From an optimization exercise on the open Yosys and OpenROAD flow, aimed at small area and a short achievable clock period; shortcuts taken in it are not production practice.
The RTL was checked by simulation tests, not by an equivalence proof against the original design.
No activity file was given, so power comes from the tool's default toggle rates.

the baseline:
// fft_r2sdf_stage
module fft_r2sdf_stage #(
  parameter int unsigned N_LOG2 = 8,
  parameter int unsigned STAGE  = 0,
  parameter int unsigned DW     = 16
) (
  input  logic          clk,
  input  logic          rst_n,
  input  logic          din_valid,
  input  logic          din_sop,
  input  logic [DW-1:0] din_re,
  input  logic [DW-1:0] din_im,
  output logic          dout_valid,
  output logic          dout_sop,
  output logic [DW-1:0] dout_re,
  output logic [DW-1:0] dout_im,
  output logic [15:0]   dout_theta
);
export LEC_CHECK = 0
export ABC_CLOCK_PERIOD_IN_PS = 1000
export CAP_MARGIN = 20
export CORE_MARGIN = 2
export CORE_UTILIZATION = 65
export CTS_CLUSTER_DIAMETER = 60
export CTS_CLUSTER_SIZE = 20
export SETUP_SLACK_MARGIN = 3.3
export SLEW_MARGIN = 20
create_clock -name core_clock -period 5.5 [get_ports {clk}]
standard.sh (not shown) runs the stock make flow with config.mk's settings and CLKGATE_MAP_FILE= SYNTH_SCRIPT=/design/flow/synth_recipe.tcl, a recipe that flattens the netlist after the stock synthesis.
==> flow/flow/run.sh <==
#!/bin/bash
# Standard ORFS layout with three changes:
#  - synthesis maps adders as plain logic (no full-adder cells) and runs a delay-oriented
#    ABC script (flow/synth.tcl, flow/abc_speed.script); registers are the standard ones;
#  - the port buffers are plain buffers instead of the delay cells buffer_ports picks.
set -euo pipefail
here=$(pwd)
export FLOW_ABC_SCRIPT=$here/flow/abc_speed.script
export BUFFER_PORTS_ARGS="-buffer_cell sky130_fd_sc_hd__buf_4"
bash standard.sh SYNTH_SCRIPT=$here/flow/synth.tcl ADDER_MAP_FILE= finish > standard.log 2>&1
==> flow/flow/abc_speed.script <==
&get -n
&st
&syn2
&if -g -K 6
&synch2
&if -g -K 6
&synch2
&nf {D}
&put
buffer -c
upsize {D}
dnsize {D}
==> flow/flow/synth.tcl <==
# synth_recipe.tcl (the standard synthesis) with one change: ABC's logic mapping runs the
# delay-oriented script flow/abc_speed.script instead of ORFS's. Registers are untouched.
proc synth {args} { yosys synth -nofsm -noshare {*}$args }
proc abc {args} {
  set i [lsearch -exact $args -script]
  if {$i >= 0} { set args [lreplace $args [expr {$i + 1}] [expr {$i + 1}] $::env(FLOW_ABC_SCRIPT)] }
  yosys abc {*}$args
}
source $::env(SCRIPTS_DIR)/synth.tcl
# left out here: clear keep_hierarchy, flatten, clean up, hide names made inside functions, write 1_2_yosys.v
Looking at the reports, the baseline completed the entire flow and the layout it produced met the timing, design-rule and antenna checks.
Modified inputs, the candidate compared to the baseline
==> flow/flow/run.sh <==
#!/bin/bash
# Standard ORFS layout without the full-adder cell mapping, with the port buffers made from plain buffers instead of the
# delay-cell buffers buffer_ports picks by default.
set -euo pipefail
export BUFFER_PORTS_ARGS="-buffer_cell sky130_fd_sc_hd__buf_4"
bash standard.sh ADDER_MAP_FILE= finish > standard.log 2>&1
diff --git a/flow/config.mk b/flow/config.mk
--- a/flow/config.mk
+++ b/flow/config.mk
@@ -7,3 +7,3 @@
 export LEC_CHECK = 0
-export ABC_CLOCK_PERIOD_IN_PS = 1000
+export ABC_CLOCK_PERIOD_IN_PS = 2000
 export CAP_MARGIN = 20
@@ -11,5 +11,5 @@
 export CORE_UTILIZATION = 65
-export CTS_CLUSTER_DIAMETER = 60
-export CTS_CLUSTER_SIZE = 20
-export SETUP_SLACK_MARGIN = 3.3
+export CTS_CLUSTER_DIAMETER = 80
+export CTS_CLUSTER_SIZE = 30
+export SETUP_SLACK_MARGIN = 3.0
 export SLEW_MARGIN = 20
removed: flow/flow/abc_speed.script
removed: flow/flow/synth.tcl
Findings:
The candidate vs. the baseline: fmax down about 16%; area of the placeable core level; count of nets after finishing ~0 delta. The candidate does better than the baseline on clock power. Run comparison: the baseline end of the critical path dl_re[0][12]$_DFFE_PP_; the candidate end of the critical path dout_im[14]$_DFF_P_.

Setup of lane 1:
fft_r2sdf_stage, a different RTL version from the one above (not shown whole).
Size in the first run: about 5200 cells after synthesis, about 4200 flip-flops, about 86 I/O pins, about 130000 um2 of cells after synthesis.
==> flow/config.mk <==
export PLATFORM = sky130hd
export DESIGN_NAME = fft_r2sdf_stage
export DESIGN_NICKNAME = fft_r2sdf_stage
export VERILOG_FILES = /design/flow/design.v
export SDC_FILE = /design/flow/constraint.sdc
export NUM_CORES = 4
export LEC_CHECK = 0
export ABC_CLOCK_PERIOD_IN_PS = 1000
export CAP_MARGIN = 20
export CORE_MARGIN = 2
export CORE_UTILIZATION = 65
export CTS_CLUSTER_DIAMETER = 70
export CTS_CLUSTER_SIZE = 30
export SETUP_SLACK_MARGIN = 3.2
export SLEW_MARGIN = 20
==> flow/constraint.sdc <==
create_clock -name core_clock -period 5.5 [get_ports {clk}]
set_input_delay 1.1000 -clock core_clock [delete_from_list [all_inputs] [get_ports {clk}]]
set_output_delay 1.1000 -clock core_clock [all_outputs]
set_load 0.01 [all_outputs]
==> flow/flow/run.sh <==
#!/bin/bash
# Standard ORFS layout with three changes:
#  - synthesis maps adders as plain logic (no full-adder cells) and runs a delay-oriented
#    ABC script (flow/synth.tcl, flow/abc_speed.script); registers are the standard ones;
#  - the port buffers are plain buffers instead of the delay cells buffer_ports picks.
#  - the clock tree is routed with non-default (wider-spaced) rules.
#  - all pins are placed on the middle of the left edge, so the datapath sits next to them.
set -euo pipefail
here=$(pwd)
export FLOW_ABC_SCRIPT=$here/flow/abc_speed.script
export FLOW_ABC_DONT_USE=$here/flow/abc_dont_use.txt
export BUFFER_PORTS_ARGS="-buffer_cell sky130_fd_sc_hd__buf_4"
export CTS_ARGS="-sink_clustering_enable -repair_clock_nets -sink_clustering_size 30 -sink_clustering_max_diameter 70 -apply_ndr full"
export PLACE_PINS_ARGS="-exclude top:* -exclude bottom:* -exclude right:* -exclude left:0-130 -exclude left:330-452"
bash standard.sh SYNTH_SCRIPT=$here/flow/synth.tcl ADDER_MAP_FILE= finish > standard.log 2>&1
==> flow/flow/abc_dont_use.txt <==
sky130_fd_sc_hd__maj3_* sky130_fd_sc_hd__or4* sky130_fd_sc_hd__nor4* sky130_fd_sc_hd__and4* sky130_fd_sc_hd__nand4* sky130_fd_sc_hd__*2111* sky130_fd_sc_hd__*311*
==> flow/flow/abc_speed.script <==
&get -n
&st
&syn2
&if -g -K 6
&synch2
&if -g -K 6
&synch2
&nf {D}
&put
buffer -c
upsize {D}
dnsize {D}
==> flow/flow/synth.tcl <==
# synth_recipe.tcl (the standard synthesis) with one change: ABC's logic mapping runs the
# delay-oriented script flow/abc_speed.script instead of ORFS's, and does not map to the
# slow complex cells listed in flow/abc_dont_use.txt. Registers are untouched.
proc synth {args} { yosys synth -nofsm -noshare {*}$args }
proc abc {args} {
  set i [lsearch -exact $args -script]
  if {$i >= 0} { set args [lreplace $args [expr {$i + 1}] [expr {$i + 1}] $::env(FLOW_ABC_SCRIPT)] }
  set f [open $::env(FLOW_ABC_DONT_USE)]
  foreach c [read $f] { lappend args -dont_use $c }
  close $f
  yosys abc {*}$args
}
source $::env(SCRIPTS_DIR)/synth.tcl
# left out here: clear keep_hierarchy, flatten, clean up, hide names made inside functions, write 1_2_yosys.v
## Diff of input files: lane 2 against lane 1
-- flow/flow/run.sh --
<<< lane 1, line 6
#  - the clock tree is routed with non-default (wider-spaced) rules.
#  - all pins are placed on the middle of the left edge, so the datapath sits next to them.
>>> lane 2, line 6
<<< lane 1, line 13
export CTS_ARGS="-sink_clustering_enable -repair_clock_nets -sink_clustering_size 30 -sink_clustering_max_diameter 70 -apply_ndr full"
export PLACE_PINS_ARGS="-exclude top:* -exclude bottom:* -exclude right:* -exclude left:0-130 -exclude left:330-452"
>>> lane 2, line 11
-- flow/config.mk --
<<< lane 1, line 12
export CTS_CLUSTER_DIAMETER = 70
>>> lane 2, line 12
export CTS_CLUSTER_DIAMETER = 80
Results
Lane 2 vs lane 1 — maximum frequency dropped by a few percent
Going from lane 1 to lane 2, arrival time of the worst setup path rose 0.08 ns; routed metal-1 wire length fell about 2%.
Modified inputs, lane 3 compared to lane 2
-- flow/flow/run.sh --
<<< lane 2, line 6
>>> lane 3, line 6
#  - all pins are placed on the middle of the left edge, so the datapath sits next to them.
<<< lane 2, line 11
>>> lane 3, line 12
export PLACE_PINS_ARGS="-exclude top:* -exclude bottom:* -exclude right:* -exclude left:0-130 -exclude left:330-452"
-- flow/config.mk --
<<< lane 2, line 12
export CTS_CLUSTER_DIAMETER = 80
>>> lane 3, line 12
export CTS_CLUSTER_DIAMETER = 70
==> comparison <==
- Lane 2 and lane 3 ended up with roughly the same area after detailed placement.
- Against lane 2, lane 3 comes in 1.6% higher on internal power consumption.
- Lane 3 can be clocked faster than lane 2.
- Re sequential share of cell area: lane 3 is 0.42 points down on lane 2.
- Lane 3 vs. lane 2: synthesized cell count closely matched the old numbers, length of routed wiring on met1 increased by 2.0% relative to the old numbers, mux share of post-synthesis cell area closely matched the old numbers.

[what the ideal ports hide]
The flow's constraints put no driver on any port. The routed layouts listed below were extracted and timed again, unchanged, in two steps. Step 1 (the two cells are an assumption about what drives the block):
set clk [get_ports {clk}]
set_driving_cell -lib_cell sky130_fd_sc_hd__clkbuf_16 $clk
set_driving_cell -lib_cell sky130_fd_sc_hd__buf_2 [delete_from_list [all_inputs] $clk]
Step 2 times the ports against the registers' clock, not the clock port: input delays grow and output delays shrink by t, the midpoint of the rising clock arrivals with the driver on. Three values: ideal ports, drivers, drivers and shift; two values: the first two.
| run | t, ns | slack for setup (ns) | cell pins on the clock port's net |
|---|---|---|---|
| the baseline | 0.941 | 2.885 / 2.885 / 2.250 | 1 |
| the candidate | 0.912 | 2.376 / 2.376 / 1.568 | 1 |
| lane 1 | 0.886 | 3.079 / 3.003 / 2.393 | 1 |
| lane 2 | 0.903 | 2.999 / 2.913 / 2.337 | 1 |
| lane 3 | 0.886 | 3.079 / 3.003 / 2.393 | 1 |
After both steps setup and hold are still met in every run listed. The setup slack of the candidate, which loses most, moves by 0.000 ns with the drivers and by -0.808 ns with both steps.
